What follows belongs to an exercise in optimizing a design on an open flow for small area and a short achievable clock period; a production flow would make more cautious choices. No functional check of the RTL was part of any run shown here.

==> flow/design.v (outline; a module is shown in full before it is edited, if it fits) <==
// module fpm_top: 851 lines
// module fpm_fa: 4 lines
// module fpm_bsel: 3 lines
// module fpm_ao22: 3 lines
// module fpm_ao21: 3 lines
// module fpm_ao4: 4 lines
// module fpm_aoi22: 3 lines
// module fpm_xor2: 3 lines
module fpm_top (
  input  logic        clk,
  input  logic        rst_n,
  input  logic [2:0]  r_mode,
  input  logic [31:0] fp_x,
  input  logic [31:0] fp_y,
  output logic [31:0] fp_z,
  output logic        ovrf,
  output logic        udrf
);
  // ...
==> flow/flow/run.sh <==
#!/bin/bash
# The standard synthesis and layout; repair aims for 6 ns of setup slack
set -euo pipefail
bash standard.sh synth > synth.log 2>&1
bash standard.sh finish SETUP_SLACK_MARGIN=6 "BUFFER_PORTS_ARGS=-buffer_cell sky130_fd_sc_hd__buf_2" > layout.log 2>&1
==> flow/standard.sh <==
#!/bin/bash
# synth_recipe.tcl (not shown) runs the flow's synth.tcl, then flattens the netlist and writes it again
# the make line also repeats each setting of config.mk as NAME=value (left out here)
make -C /OpenROAD-flow-scripts/flow DESIGN_CONFIG=/design/flow/config.mk WORK_HOME=/design/flow/orfs CLKGATE_MAP_FILE= SYNTH_SCRIPT=/design/flow/synth_recipe.tcl "${@:-finish}"
==> flow/config.mk <==
export PLATFORM = sky130hd
export DESIGN_NAME = fpm_top
export DESIGN_NICKNAME = fpm_top
export VERILOG_FILES = /design/flow/design.v
export SDC_FILE = /design/flow/constraint.sdc
export NUM_CORES = 4
export LEC_CHECK = 0
export CAP_MARGIN = 20
export CORE_MARGIN = 2
export CORE_UTILIZATION = 40
export SLEW_MARGIN = 20
export SYNTH_HIERARCHICAL = 1
==> flow/constraint.sdc <==
create_clock -name core_clock -period 12.5 [get_ports {clk}]
set_input_delay 2.5000 -clock core_clock [delete_from_list [all_inputs] [get_ports {clk}]]
set_output_delay 2.5000 -clock core_clock [all_outputs]
set_load 0.01 [all_outputs]
==> results by group, run 1 <==
STA
  – Worst rel slew slack: 0.284
  – Hold Vio Cnt, Final: 0
  – Final setup violation count: 0
  – RSZ-0062 raised after global routing: no
  – Achievable frequency: 164 MHz
  – Final Hold Slack: around 0.33 ns

Die
  – Starting Density: 0.403
  – Core area: between 40,000 and 50,000 um2

Finish
  – Multi-input combinational area share: 0.750
  – Utilization after layout: 0.453
  – Final clock-cell share: 0.0324
  – Data buffer area share: 0.0452
  – Reg with most FFs: p_q
  – Multi-input logic area: 15,300 um2

Min path
  – WHS Endpoint: rne2_q

Critical path
  – Crit-path max FO: 24
  – Critical Path AT: between 6 and 7 ns
  – CP Capture Type: register
  – Register-to-register setup slack: between 6 and 7 ns
  – R2R depth: 17

Global route
  – Largest net degree at the start of global routing: 46
  – Gr busiest metal: met2

Placed design
  – Port buffer count: 102
  – Area after DPL: 19,700 um2

Run
  – Max-cap violation count: 0

Logic synthesis
  – Xor and xnor area share after synthesis: 0.176
  – Top post-synthesis cells by area: fa_1 29%, xor2_1 15%, dfxtp_1 13%
  – Most frequent cells after synthesis: 319 x xor2_1, 264 x fa_1, 244 x a22o_1
  – Simple-gate share of the synthesized area: 0.0837
  – Prevailing post-synth register cell: dfxtp_1
  – Asr flop ratio synth: 0

Outcome
  – Status: finished clean

Drt
  – Drt pass-1 iters: 5
  – DRC marker count from the first detailed-route iteration: 970

Clock network
  – Post-cts resize count: 0
  – Worst-skew pair later-pin latency: between 0.4 and 0.5 ns
==> run 2: changes to the inputs <==
==> flow/flow/run.sh (replaced) <==
#!/bin/bash
# The standard synthesis and layout; repair aims for 7 ns of setup slack
set -euo pipefail
bash standard.sh synth > synth.log 2>&1
bash standard.sh finish SETUP_SLACK_MARGIN=7 "BUFFER_PORTS_ARGS=-buffer_cell sky130_fd_sc_hd__buf_2" > layout.log 2>&1
==> results by group, run 2 <==
Drt
  – DRT antenna net count: 0 (unchanged)
  – Remaining DRCs: 0 (unchanged)
  – Vias per cell: 5.92 (was 5.79)
  – WL final: 58,700 um (was 55,800 um)
  – Wire length per cell: 23.5 um (was 22.5 um)
  – Drt pass-1 iters: 5 (unchanged)
  – Vias: 14,700 (was 14,300)
  – DRC marker count from the first detailed-route iteration: 1,130 (was 970)

Die
  – FP Rows: 78 (unchanged)
  – Starting Density: 0.403 (unchanged)
  – Die width: 217 um (unchanged)
  – Core area: 45,100 um2 (unchanged)
  – Die height: 217 um (unchanged)
  – Num ports: 103 (unchanged)
  – Die area: 47,200 um2 (unchanged)

STA
  – Min Tclk post-route: 5.39 ns (was 6.11 ns)
  – Hold Vio Cnt, Final: 0 (unchanged)
  – Max Slew Vio Count: 0 (unchanged)
  – Fin crit share: 0.431 (was 0.489)
  – Setup TNS: 0 ns (unchanged)
  – Achievable frequency: 186 MHz (was 164 MHz)
  – Final setup violation count: 0 (unchanged)
  – Worst slew pin tran: 0.776 ns (was 1.07 ns)
  – RSZ-0062 raised after global routing: no (unchanged)
  – Worst rel slew slack: 0.478 (was 0.284)
  – Worst Skew: 0.0113 ns (was 0.00983 ns)

Critical path
  – Worst path required time: 10.00 ns (was 12.85 ns)
  – Crit-path max FO: 23 (was 24)
  – Critical Path Source Type: register (unchanged)
  – Register-to-register setup slack: 7.13 ns (was 6.39 ns)
  – Critical Path AT: 2.89 ns (was 6.46 ns)
  – R2r startpoint: bone_q[7] (was bone_q[1])
  – Setup CP Type: reg2out (was reg2reg)
  – Setup crit start: p_q[25] (was bone_q[1])
  – CP Capture Type: output port (was register)
  – R2R depth: 17 (unchanged)
  – Worst r2r dst: p_q[25] (was p_q[13])

Global route
  – All-Layer GR Usage: 0.248 (was 0.242)
  – Vias in the first global route: 15,700 (was 15,600)
  – Largest net degree at the start of global routing: 46 (unchanged)
  – Global-route wire length before repair: 90,000 um (was 87,700 um)
  – GR Overflow Total: 0 (unchanged)
  – Initial antenna violation count: 0 (unchanged)

Run
  – Max-cap violation count: 0 (unchanged)

Clock network
  – Cts hold-fix bufs: 0 (unchanged)
  – TritonCTS Buffers: 17 (unchanged)
  – Clk root buf: clkbuf_16 (unchanged)
  – CTS tree: done (unchanged)
  – Clock sink count: 122 (unchanged)
  – Clock slew at reported path FFs: 0.06 ns (about the same)
  – H-tree depth: 4 (unchanged)
  – Clk buf depth: 2 (unchanged)
  – Worst-skew pair later-pin latency: 0.45 ns (was 0.43 ns)

Logic synthesis
  – Syn_nets: 2,143 (unchanged)
  – Post-Syn Instances: 1,704 (unchanged)
  – Dominant cell by count in the synthesized netlist: xor2_1 (unchanged)
  – Yosys top cell by area: fa_1 (unchanged)
  – Asr flop ratio synth: 0 (unchanged)
  – Synth Warn #: 7 (unchanged)
  – Synth Cell Area: 18,200 um2 (unchanged)
  – Post-synth EDFFs: 0 (unchanged)
  – Synth top area share: 0.291 (unchanged)
  – Prevailing post-synth register cell: dfxtp_1 (unchanged)
  – Flops & latches, synth: 122 (unchanged)
  – Avg Cell Area, Syn: 10.7 um2 (unchanged)
  – Library cells used by synthesis: 60 (unchanged)
  – Seq/Total Area, Yosys: 0.134 (unchanged)
  – Most frequent cells after synthesis: 319 x xor2_1, 264 x fa_1, 244 x a22o_1 (unchanged)
  – Top post-synthesis cells by area: fa_1 29%, xor2_1 15%, dfxtp_1 13% (unchanged)

Finish
  – Max reg flops: 26 (unchanged)
  – Share of layout cells above drive strength 1: 0.148 (was 0.123)
  – Commonest non-fill, non-tap cell in the layout: xor2_1 (unchanged)
  – Layout area overhead: 16.8% (was 12.2%)
  – Most frequent cells in the layout: 316 x xor2_1, 262 x fa_1, 244 x a22o_1 (was 319 x xor2_1, 264 x fa_1, 244 x a22o_1)
  – Largest regs: p_q x26, fy_q x23 (unchanged)
  – Utilization after layout: 0.471 (was 0.453)
  – Number of diodes: 0 (unchanged)
  – Reg with most FFs: p_q (unchanged)
  – Final net count: 2,317 (was 2,300)

Placed design
  – Gpl congestion: 0.879 (was 0.883)
  – Post-DP HPWL: 39,400 um (was 39,000 um)
  – Port buffer count: 102 (unchanged)

Min path
  – Worst Hold Depth: 0 (unchanged)
  – Min-delay worst type: reg2reg (unchanged)
  – WHS Endpoint: rmm2_q (was rne2_q)
  – Worst Hold Launch: rmm_q (was rne_q)

Outcome
  – Status: finished clean (unchanged)
## run 2: cell counts after synthesis
Identical to the previous run, type by type.
## run 2: worst max-delay path by stage
stage	to	slack [ns]
2_1_floorplan	p_q[17]	7.04
3_3_place_gp	p_q[17]	6.45
3_5_place_dp	p_q[25]	6.33
4_1_cts	p_q[25]	7.00
5_1_grt	p_q[11]	7.00
6_report	fp_z[4]	7.11
## run 2: metal layers
metal,global-route usage,wire (um),vias to the layer above
li1,-,-,6430
met1,0.309,23800,7471
met2,0.409,28200,707
met3,0.0430,4060,137
met4,0.134,2630,0
met5,0,0,-
## run 2: Yosys stat by module (local to each module, per instance)
| module | cells inside | copies in the design |
|---|---|---|
| fpm_aoi22 | 1 | 22 |
| fpm_ao21 | 1 | 99 |
| fpm_ao22 | 1 | 242 |
| fpm_fa | 1 | 263 |
| fpm_xor2 | 1 | 268 |
| fpm_top | 810 | 1 |
## run 2: critical path, stage by stage (launching register included)
cell      delay, ns
dfxtp_2        0.39
buf_12         0.18
nor3b_4        0.24
nor3_4         0.08
buf_4          0.17
nor3_1         0.63
o31a_1         0.23
nor3_1         0.05
a211oi_1       0.27
buf_2          0.19
## run 2: kinds of logic after synthesis
family          synth area share
buf+inv                   0.0241
compound gates             0.205
xor+xnor                   0.176
fa+ha+maj                  0.364
other cells             0.000206
mux                       0.0133
simple gates              0.0837
flops                      0.134
## run 2: area by class of cell
type	count	area (um2)
fill	4138	23900
multi-input combinational	1476	15400
sequential	122	2500
timing repair buffer	174	1660
tap	600	751
clock buffer	21	450
inverter	87	327
clock inverter	11	146
## run 2: what timing repair did
action                     4_1_cts  5_1_grt
pin swaps                        2        6
gates resized for setup         73       82
buffers inserted                 7        5
setup endpoints to repair       55       31
cloned                           0        7
## run 2: metrics by stage
stage	setup WS, ns	hold WS (ns)	area (um2)	instances
floorplan	7.04	0.310	18200	1704
global placement	6.45	0.314	19700	2440
detailed placement	6.33	0.312	19700	2440
CTS	7.00	0.326	20600	2479
global route	7.00	0.334	21200	2491
finish	7.11	0.326	21200	2491
==> run 3: changes to the inputs <==
--- a/flow/config.mk
+++ b/flow/config.mk
@@ -7,6 +7,7 @@
 export LEC_CHECK = 0
 export CAP_MARGIN = 20
 export CORE_MARGIN = 2
-export CORE_UTILIZATION = 40
+export CORE_UTILIZATION = 55
+export CTS_BUF_LIST = sky130_fd_sc_hd__clkbuf_4 sky130_fd_sc_hd__clkbuf_8
 export SLEW_MARGIN = 20
 export SYNTH_HIERARCHICAL = 1
==> results by group, run 3 <==
Placed design
  – Port buffer count: 102 (unchanged)
  – Post-DP HPWL: 37,800 um (was 39,400 um)
  – Gpl congestion: 0.867 (was 0.879)

Logic synthesis
  – Most frequent cells after synthesis: 319 x xor2_1, 264 x fa_1, 244 x a22o_1 (unchanged)
  – Yosys top cell by area: fa_1 (unchanged)
  – Syn_nets: 2,143 (unchanged)
  – Flops & latches, synth: 122 (unchanged)
  – Top post-synthesis cells by area: fa_1 29%, xor2_1 15%, dfxtp_1 13% (unchanged)
  – Seq/Total Area, Yosys: 0.134 (unchanged)
  – Dominant cell by count in the synthesized netlist: xor2_1 (unchanged)
  – Post-synth EDFFs: 0 (unchanged)
  – Post-Syn Instances: 1,704 (unchanged)
  – Asr flop ratio synth: 0 (unchanged)
  – Prevailing post-synth register cell: dfxtp_1 (unchanged)
  – Synth Cell Area: 18,200 um2 (unchanged)
  – Synth Warn #: 7 (unchanged)
  – Library cells used by synthesis: 60 (unchanged)
  – Synth top area share: 0.291 (unchanged)
  – Avg Cell Area, Syn: 10.7 um2 (unchanged)

Critical path
  – Crit-path max FO: 24 (was 23)
  – CP Capture Type: register (was output port)
  – Critical Path Source Type: register (unchanged)
  – WP buf/inv: 1 (was 3)
  – Worst path required time: 12.84 ns (was 10.00 ns)
  – Slowest stage delay, CP: 0.54 ns (was 0.63 ns)
  – Crit-path slowest cell: fa_1 (was nor3_1)
  – Top delay family on crit path: adder cells (was simple AND/OR/NAND/NOR gates)
  – CP Cell Sequence: buf_12, a22o_1, xor2_1, fa_1, fa_1, fa_1, fa_1, fa_1, ha_4, and2_1, and2_1, and3_1, and3_1, a21o_1, a21o_4, a21o_1, xor2_1 (was buf_12, nor3b_4, nor3_4, buf_4, nor3_1, o31a_1, nor3_1, a211oi_1, buf_2)
  – Most used cell, CP: fa_1 (was nor3_1)
  – CP Depth: 17 (was 9)
  – Setup CP Type: reg2reg (was reg2out)
  – R2R depth: 17 (unchanged)
  – Critical Path AT: 5.73 ns (was 2.89 ns)

Global route
  – Vias in the first global route: 15,300 (was 15,700)
  – Global-route wire length before repair: 88,200 um (was 90,000 um)
  – Largest net degree at the start of global routing: 32 (was 46)
  – All-Layer GR Usage: 0.339 (was 0.248)
  – GR Overflow Total: 0 (unchanged)
  – Initial antenna violation count: 0 (unchanged)

Die
  – Die width: 186 um (was 217 um)
  – Die height: 186 um (was 217 um)
  – Die area: 34,500 um2 (was 47,200 um2)
  – FP Rows: 66 (was 78)
  – Num ports: 103 (unchanged)
  – Core area: 32,500 um2 (was 45,100 um2)
  – Starting Density: 0.559 (was 0.403)

Clock network
  – TritonCTS Buffers: 17 (unchanged)
  – Cts hold-fix bufs: 0 (unchanged)
  – CTS tree: done (unchanged)
  – Clk root buf: clkbuf_8 (was clkbuf_16)
  – H-tree depth: 4 (unchanged)
  – Clk buf depth: 2 (unchanged)
  – Worst-skew pair later-pin latency: 0.49 ns (was 0.45 ns)
  – Clock slew at reported path FFs: 0.07 ns (was 0.06 ns)
  – Clock sink count: 122 (unchanged)

Finish
  – Number of diodes: 0 (unchanged)
  – Commonest non-fill, non-tap cell in the layout: xor2_1 (unchanged)
  – Share of layout cells above drive strength 1: 0.152 (was 0.148)
  – Largest regs: p_q x26, fy_q x23 (unchanged)
  – Reg with most FFs: p_q (unchanged)
  – Most frequent cells in the layout: 306 x xor2_1, 263 x fa_1, 244 x a22o_1 (was 316 x xor2_1, 262 x fa_1, 244 x a22o_1)
  – Max reg flops: 26 (unchanged)
  – Utilization after layout: 0.641 (was 0.471)
  – Final net count: 2,315 (was 2,317)
  – Layout area overhead: 14.6% (was 16.8%)

STA
  – Final Hold Slack: 0.328 ns (was 0.326 ns)
  – Fin crit share: 0.431 (about the same)
  – Setup TNS: 0 ns (unchanged)
  – Min Tclk post-route: 5.39 ns (about the same)
  – Max Slew Vio Count: 0 (unchanged)
  – RSZ-0062 raised after global routing: yes (was no)
  – Achievable frequency: 186 MHz (about the same)
  – Worst Skew: 0.0333 ns (was 0.0113 ns)
  – Worst slew pin tran: 0.583 ns (was 0.776 ns)
  – Hold Vio Cnt, Final: 0 (unchanged)
  – Worst rel slew slack: 0.611 (was 0.478)
  – Final setup violation count: 0 (unchanged)

Drt
  – DRT antenna net count: 0 (unchanged)
  – Drt pass-1 iters: 6 (was 5)
  – Vias: 14,700 (about the same)
  – Vias per cell: 6.30 (was 5.92)
  – Wire length per cell: 24.5 um (was 23.5 um)
  – DRC marker count from the first detailed-route iteration: 1,305 (was 1,130)
  – WL final: 57,200 um (was 58,700 um)
  – Remaining DRCs: 0 (unchanged)

Outcome
  – Status: finished clean (unchanged)

Min path
  – Min-delay worst type: reg2reg (unchanged)
  – Worst Hold Depth: 0 (unchanged)

Run
  – Max-cap violation count: 0 (unchanged)
## run 3: changes by cell type in the layout (fill, tap and decap cells not counted), sizes merged
cell / delta
buf: +1
bufbuf: +1
inv: +2
clkbuf: -6
clkinvlp: -3
bufinv: -1
clkinv: +4
## run 3: through the flow
stage | worst slack, ns | instance area, um2 | std cells
6_report | 7.11 | 20800 | 2331
5_1_grt | 6.98 | 20800 | 2331
4_1_cts | 7.00 | 20200 | 2323
3_5_place_dp | 6.64 | 19600 | 2288
3_3_place_gp | 6.73 | 19600 | 2288
2_1_floorplan | 7.04 | 18200 | 1704
## run 3: area by class of cell
class / instances / area [um2]
multi-input combinational: 1476 / 15500
fill: 2764 / 11700
sequential: 122 / 2470
timing repair buffer: 172 / 1630
tap: 442 / 553
inverter: 87 / 327
clock buffer: 19 / 255
clock inverter: 13 / 143
## run 3: what timing repair did
action | 4_1_cts | 5_1_grt
gates cloned | 1 | 4
pin swaps | 2 | 2
hold endpoints to repair | 0 | 0
setup endpoints to repair | 47 | 22
gates resized for setup | 53 | 105
setup buffers | 2 | 4
## run 3: path summary, 6_finish.rpt
kind | from | to | slack [ns]
setup reg to reg | bone_q[5] | p_q[16] | 7.11
hold / removal | rdir_q | rdir2_q | 0.33
hold reg to reg | rdir_q | rdir2_q | 0.33
setup / recovery | bone_q[5] | p_q[16] | 7.11
## run 3: worst register-to-register path, delay by kind of cell, from the launching register on
| kind | cells | cell delay [ns] |
|---|---|---|
| buffers and inverters | 1 | 0.20 |
| AOI/OAI and AO/OA | 4 | 0.85 |
| adders and majority gates | 6 | 2.64 |
| xor gates and xnor gates | 2 | 0.43 |
| DFF | 1 | 0.37 |
| and+or+nand+nor | 4 | 0.76 |
## run 3: logic make-up after synthesis
family	after synthesis	synth area share
simple gates	271	0.0837
mux	23	0.0133
xor+xnor	365	0.176
compound gates	446	0.205
buf+inv	106	0.0241
other cells	1	0.000206
fa+ha+maj	370	0.364
flops	122	0.134
## run 3: layer usage
| layer | GRT usage | up-vias | routed length, um |
|---|---|---|---|
| li1 | - | 6426 | - |
| met1 | 0.458 | 7326 | 24600 |
| met2 | 0.523 | 819 | 25600 |
| met3 | 0.105 | 103 | 5700 |
| met4 | 0.104 | 0 | 1210 |
| met5 | 0 | - | 0 |
## run 3: Yosys stat by module, one instance, submodules excluded
module	cell area, um2	copies in the design	cells inside	flip-flops and latches
fpm_aoi22	12.5	22	1	0
fpm_ao22	8.76	242	1	0
fpm_ao21	7.51	99	1	0
fpm_fa	20.0	263	1	0
fpm_xor2	8.76	268	1	0
fpm_top	7430	1	810	122

## port drivers added, routing unchanged
In the flow no input, the clock included, has a driving cell. The finished layouts below were timed again as built, in two steps. Step 1 assumes that a clkbuf_16 drives the clock port and a buf_2 every other input. Step 2, shift: input delay + t, output delay - t, t = (earliest + latest rising clock arrival at the registers) / 2. This alone moves slack from input paths to output paths. Slacks: ideal ports / drivers / drivers and shift; pairs: ideal ports / drivers.
run | t, ns | slack for setup (ns) | worst slew at a driven data input, ns | cell pins on the clock port's net
run 1 | 0.485 | 6.386 / 6.386 / 6.386 | 0.04 | 1
run 2 | 0.495 | 7.109 / 7.053 / 7.133 | 0.06 | 1
run 3 | 0.521 | 7.112 / 7.083 / 7.112 | 0.03 | 1
After both steps every run listed still meets setup and hold.
